From an optimization exercise on the open Yosys and OpenROAD flow, aimed at small area, a short achievable clock period and few clock cycles per item; shortcuts taken in it are not production practice.
Only simulation tests tie the RTL to the original design; equivalence was not proved.

Setup of run 1:
// mdu_param
module mdu_param #(
    parameter int WIDTH       = 32,
    parameter int MULT_CYCLES = 5,
    parameter int DIV_CYCLES  = 10
) (
    input  logic             clk,
    input  logic             reset,
    input  logic             req,
    input  logic [WIDTH-1:0] in_a,
    input  logic [WIDTH-1:0] in_b,
    input  logic [3:0]       MDUOp,
    input  logic             start,
    output logic [WIDTH-1:0] data_hi,
    output logic [WIDTH-1:0] data_lo,
    output logic             busy
);
For scale: ~180 flip-flops, roughly 140 I/O pins, about 0.032 mm² of cells after synthesis.
export LEC_CHECK = 0
export ABC_AREA = 1
export CAP_MARGIN = 20
export CORE_MARGIN = 2
export CORE_UTILIZATION = 40
export SLEW_MARGIN = 20
create_clock -name core_clock -period 90.0 [get_ports {clk}]
standard.sh (not shown) runs the stock make flow with config.mk's settings and CLKGATE_MAP_FILE= SYNTH_SCRIPT=/design/flow/synth_recipe.tcl, a recipe that flattens the netlist after the stock synthesis.
==> flow/flow/run.sh <==
#!/bin/bash
set -euo pipefail
cd "$(dirname "$0")/.."
bash standard.sh \
  "BUFFER_PORTS_ARGS=-buffer_cell sky130_fd_sc_hd__buf_2" \
  finish > standard_flow.log 2>&1
Testbench counts of run 1, summed over its fixed seeds: cycles 77,154, items 24,000.
Input-level comparison between run 2 and run 1:
- TNS_END_PERCENT now 0, previously not set
==> flow/flow/run.sh <==
#!/bin/bash
set -euo pipefail
cd "$(dirname "$0")/.."
bash standard.sh \
  "BUFFER_PORTS_ARGS=-buffer_cell sky130_fd_sc_hd__buf_2" \
  SETUP_SLACK_MARGIN=71 \
  finish > standard_flow.log 2>&1
Results
- Worst setup path endpoint: hi_q[10] -> run 2, hi_q[0] -> run 1
- Comparing run 2 and run 1, aggregate global-route resource usage is lower on run 1.
- Going from run 1 to run 2, number of tap cells added at floorplan saw little to no change, instance area at placement did not really move.
- Against run 1 as the reference, run 2 delivers a higher sequential share of layout area.
Input changes introduced in run 3 (baseline for comparison: run 2):
- removing TNS_END_PERCENT (formerly 0)
==> flow/run.sh (new file) <==
#!/bin/bash
# synth_recipe.tcl (not shown) runs the flow's synth.tcl, then flattens the netlist and writes it again
# the make line also repeats each setting of config.mk as NAME=value (left out here)
make -C /OpenROAD-flow-scripts/flow DESIGN_CONFIG=/design/flow/config.mk WORK_HOME=/design/flow/orfs CLKGATE_MAP_FILE= SYNTH_SCRIPT=/design/flow/synth_recipe.tcl finish
removed: flow/flow/run.sh
removed: flow/standard.sh
Results
- Re count of clock tree sinks: no difference whatsoever between run 3 and run 2.
- Re non-clock buffer count: run 3 and run 2 aren't equal, and the lower value belongs to run 3.
- Run 3 against run 2; design area is up slightly.

* * *

the reference run:
Another version of the RTL of mdu_param (not shown whole).
For scale: roughly 4,800 cells after synthesis, ~180 flip-flops, roughly 140 I/O pins.
export LEC_CHECK = 0
export ABC_AREA = 1
export CAP_MARGIN = 20
export CORE_MARGIN = 2
export CORE_UTILIZATION = 40
export SLEW_MARGIN = 20
export TNS_END_PERCENT = 0
create_clock -name core_clock -period 90.0 [get_ports {clk}]
==> flow/flow/run.sh <==
#!/bin/bash
set -euo pipefail
cd "$(dirname "$0")/.."
bash standard.sh \
  "BUFFER_PORTS_ARGS=-buffer_cell sky130_fd_sc_hd__buf_2" \
  SETUP_SLACK_MARGIN=70.85 \
  finish > standard_flow.log 2>&1
Testbench counts of the reference run, summed over its fixed seeds: cycles 77,154, items 24,000.
Input changes introduced in the trial run (baseline for comparison: the reference run):
- a deleted TNS_END_PERCENT that had been 0
- a deleted ABC_AREA that had been 1
==> flow/flow/run.sh <==
#!/bin/bash
set -euo pipefail
cd "$(dirname "$0")/.."
bash standard.sh \
  "BUFFER_PORTS_ARGS=-buffer_cell sky130_fd_sc_hd__buf_2" \
  ABC_AREA=1 SETUP_SLACK_MARGIN=71 TNS_END_PERCENT=0 \
  finish > standard_flow.log 2>&1
## What came out
Going from the reference run to the trial run, worst hold margin comparable; maximum clock skew at final layout now sits at about the same level; fraction of area in multi-input gates now sits lower. Any difference in area of the multi-input gates between the trial run and the reference run is small enough to ignore. Summary of the trial run over the reference run: routed length per placed instance rose about 0.5%; footprint of the flip-flops and latches rose 2.6%. Summary of the trial run over the reference run: worst setup slack went up by 0.18 ns; final wirelength went up by about 0.7%.

* * *

## job 101
Another version of the RTL of mdu_param (not shown whole).
Size in the first run: roughly 180 flip-flops, roughly 0.033 sq mm of cells after synthesis.
export LEC_CHECK = 0
export ABC_AREA = 1
export CAP_MARGIN = 20
export CORE_MARGIN = 2
export CORE_UTILIZATION = 40
export SLEW_MARGIN = 20
export TNS_END_PERCENT = 0
create_clock -name core_clock -period 90.0 [get_ports {clk}]
==> flow/flow/run.sh <==
#!/bin/bash
set -euo pipefail
cd "$(dirname "$0")/.."
bash standard.sh \
  "BUFFER_PORTS_ARGS=-buffer_cell sky130_fd_sc_hd__buf_2" \
  SETUP_SLACK_MARGIN=71 \
  finish > standard_flow.log 2>&1
Testbench counts of job 101, summed over its fixed seeds: cycles 77,154, items 24,000.
Edits applied to the flow inputs when going from job 101 to job 103:
# job 101
export LEC_CHECK = 0
export ABC_AREA = 1
export CAP_MARGIN = 20
export CORE_MARGIN = 2
export CORE_UTILIZATION = 40
export SLEW_MARGIN = 20
export TNS_END_PERCENT = 0
create_clock -name core_clock -period 90.0 [get_ports {clk}]
# job 103
export LEC_CHECK = 0
export ABC_AREA = 1
export CAP_MARGIN = 20
export CORE_MARGIN = 2
export CORE_UTILIZATION = 40
export SLEW_MARGIN = 20
create_clock -name core_clock -period 90.0 [get_ports {clk}]
==> flow/run.sh (new file) <==
#!/bin/bash
# synth_recipe.tcl (not shown) runs the flow's synth.tcl, then flattens the netlist and writes it again
# the make line also repeats each setting of config.mk as NAME=value (left out here)
make -C /OpenROAD-flow-scripts/flow DESIGN_CONFIG=/design/flow/config.mk WORK_HOME=/design/flow/orfs CLKGATE_MAP_FILE= SYNTH_SCRIPT=/design/flow/synth_recipe.tcl finish
removed: flow/flow/run.sh
removed: flow/standard.sh
==> results.txt <==
Delta (job 103 minus job 101): worst setup skew after layout moved up, post-cts gate resize count saw a decrease, minimum period implied by the final worst setup slack increased 1.11 ns.
Delta(total number of cells along the worst setup path, job 103 - job 101) > 0
In terms of number of placed instances, taps included, job 103 and job 101 differ only marginally.

-- afterwards: timing with drivers on the ports --
In the flow no input, the clock included, has a driving cell. The finished layouts below were timed again as built, in two steps. Step 1, drivers: a clkbuf_16 drives clk and a buf_2 each remaining input, both assumed. Step 2 also shifts input and output timing later by t, the mid clock arrival at the registers, as if the neighbouring blocks saw the same clock. Three values: no drivers, after step 1, after step 2; two values: the first two.
| run | shift t [ns] | setup slack, ns | worst setup path after step 2 |
|---|---|---|---|
| run 1 | 0.536 | 69.345 / 69.355 / 68.819 | input to register |
| run 2 | 0.550 | 70.916 / 70.871 / 70.375 | input to register |
| run 3 | 0.531 | 69.699 / 69.693 / 69.162 | input to register |
| the reference run | 0.589 | 70.738 / 70.672 / 70.223 | input to register |
| the trial run | 0.589 | 70.917 / 70.851 / 70.497 | input to register |
| job 101 | 0.564 | 70.948 / 70.882 / 70.497 | input to register |
| job 103 | 0.540 | 69.834 / 69.871 / 69.332 | input to register |
After both steps setup and hold are still met in every run listed. The setup slack of run 2, which loses most, moves by -0.045 ns with the drivers and by -0.541 ns with both steps.
